Background: an optimization exercise with open tools, aiming at small area, a short achievable clock period and few clock cycles per item. Do not read the settings as production practice. In this exercise RTL edits were held to simulation tests only and were not proved equivalent to the original. Power figures rest on the tool's default switching activity, not on a simulated workload.

==> flow/design.v (excerpt) <==
module sorted_key_table_top
#(
  parameter int unsigned CAPACITY     = skt_pkg::CAPACITY_DEF,
  parameter int unsigned PAYLOAD_BITS = skt_pkg::PAYLOAD_BITS_DEF
) (
  input  logic     clk_i,
  input  logic     rst_ni,
  input  logic     start,
  output logic     busy,
  input  skt_pkg::skt_cmd_t cmd_i,
  output logic     result_valid_o,
  output skt_pkg::skt_res_t result_o
);
  skt_ctrl u_ctrl (
    .busy (busy)
  );
  skt_datapath #(
    .CAPACITY     (CAPACITY),
    .PAYLOAD_BITS (PAYLOAD_BITS)
  ) u_datapath (
    .clk_i          (clk_i),
    .rst_ni         (rst_ni),
    .cmd_vld_i      (start),
    .cmd_i          (cmd_i),
    .result_valid_o (result_valid_o),
    .result_o       (result_o)
  );
endmodule
Size: ~3,800 flip-flops, roughly 81 I/O pins.
clock: 10.0 ns
lec_check: 0
abc_clock_period_in_ps: 2500
cap_margin: 20
core_margin: 2
core_utilization: 65
place_density: 0.75
setup_slack_margin: 5
slew_margin: 20
standard.sh (not shown) runs the stock make flow with config.mk's settings and CLKGATE_MAP_FILE= SYNTH_SCRIPT=/design/flow/synth_recipe.tcl, a recipe that flattens the netlist after the stock synthesis.
==> flow/flow/run.sh <==
#!/bin/bash
# Standard ORFS layout, with the timing repair asked for more setup margin,
# and clock-tree sink clusters of at most 20 sinks within 80 um and no dummy
# loads.
set -euo pipefail
sed -e 's/SETUP_SLACK_MARGIN=[-0-9.]*/SETUP_SLACK_MARGIN=6.3 CTS_ARGS="-sink_clustering_enable -repair_clock_nets -sink_clustering_size 20 -sink_clustering_max_diameter 80 -dont_use_dummy_load"/' standard.sh > my_standard.sh
bash my_standard.sh > flow.log 2>&1
The first run completed, yet does not pass: capacitance limit, slew limit.
Testbench counts at the start, summed over its fixed seeds: cycles 9,624, ops 9,600.
Rerun with:
==> flow/flow/run.sh (replaced) <==
#!/bin/bash
# Standard ORFS layout, with: the timing repair asked for more setup margin
# and allowed to resize across cell footprints; clock-tree sink clusters of
# at most 20 sinks within 80 um and no dummy loads.
set -euo pipefail
sed -e 's/SETUP_SLACK_MARGIN=[-0-9.]*/SETUP_SLACK_MARGIN=6.3 MATCH_CELL_FOOTPRINT=0 CTS_ARGS="-sink_clustering_enable -repair_clock_nets -sink_clustering_size 20 -sink_clustering_max_diameter 80 -dont_use_dummy_load"/' standard.sh > my_standard.sh
bash my_standard.sh > flow.log 2>&1
- The changed run finished with timing, DRC and antenna clean
- design area is about the same
- total power stays flat
- setup slack is worse by 0.031 ns
- core utilization is about the same
- clock skew increases by 0.024 ns
- wire length shrinks by about 0.7%
- maximum frequency shrinks by about 0.8%
- worst hold slack is about the same
- clock-buffer cell count grows by 1
- non-clock buffer count rose by 31
- critical path depth falls by 3

---

sorted_key_table_top, a different RTL version from the one above (not shown whole).
Size in the first run: roughly 170000 sq um of cells after synthesis.
export LEC_CHECK = 0
export ABC_CLOCK_PERIOD_IN_PS = 2500
export CAP_MARGIN = 30
export CORE_MARGIN = 2
export CORE_UTILIZATION = 65
export PLACE_DENSITY = 0.75
export SETUP_SLACK_MARGIN = 5
export SLEW_MARGIN = 30
create_clock -name core_clock -period 10.0 [get_ports {clk_i}]
==> flow/flow/run.sh <==
#!/bin/bash
# Standard ORFS layout, with the timing repair asked for more setup margin,
# and clock-tree sink clusters of at most 20 sinks within 80 um and no dummy
# loads.
set -euo pipefail
sed -e 's/SETUP_SLACK_MARGIN=[-0-9.]*/SETUP_SLACK_MARGIN=6.3 CTS_ARGS="-sink_clustering_enable -repair_clock_nets -sink_clustering_size 20 -sink_clustering_max_diameter 80 -dont_use_dummy_load"/' standard.sh > my_standard.sh
bash my_standard.sh > flow.log 2>&1
Testbench counts at the start, summed over its fixed seeds: cycles 9,624, ops 9,600.
Rerun with:
- CAP_MARGIN: 30 -> 25
- CORE_UTILIZATION: 65 -> 60
- PLACE_DENSITY: 0.75 -> 0.7
- SLEW_MARGIN: 30 -> 25
Via count fell by about 1.1%.
Hold slack hardly moves.
Wire length went up by about 1.3%.
Clock-buffer cell count grows by 3.
Total power stays flat.
Area after synthesis stays the same.
Final area stays flat.
Flip-flop and latch count stays the same.

==> static timing again, ports no longer ideal <==
How much do the figures lean on ideal ports? The routed layouts below were timed once more, with nothing changed but the port constraints.
Step 1, drivers: a clkbuf_16 drives clk_i and a buf_2 each remaining input, both assumed.
Step 2 adds t to the input delays and takes it off the output delays; t is the mean of the earliest and latest rising clock arrival at the registers after step 1. Input paths then give back, and output paths get back, about the clock's delay inside the block.
Three values: no drivers, after step 1, after step 2; two values: the first two.
run | shift t [ns] | setup slack, ns | worst setup path after step 2
the first run of note 1 | 1.063 | 6.134 / 6.134 / 6.134 | register to register
the second run of note 1 | 1.039 | 6.103 / 6.103 / 6.103 | register to register
the first run of note 2 | 1.058 | 6.195 / 6.195 / 6.195 | register to register
the second run of note 2 | 1.041 | 6.149 / 6.149 / 6.149 | register to register
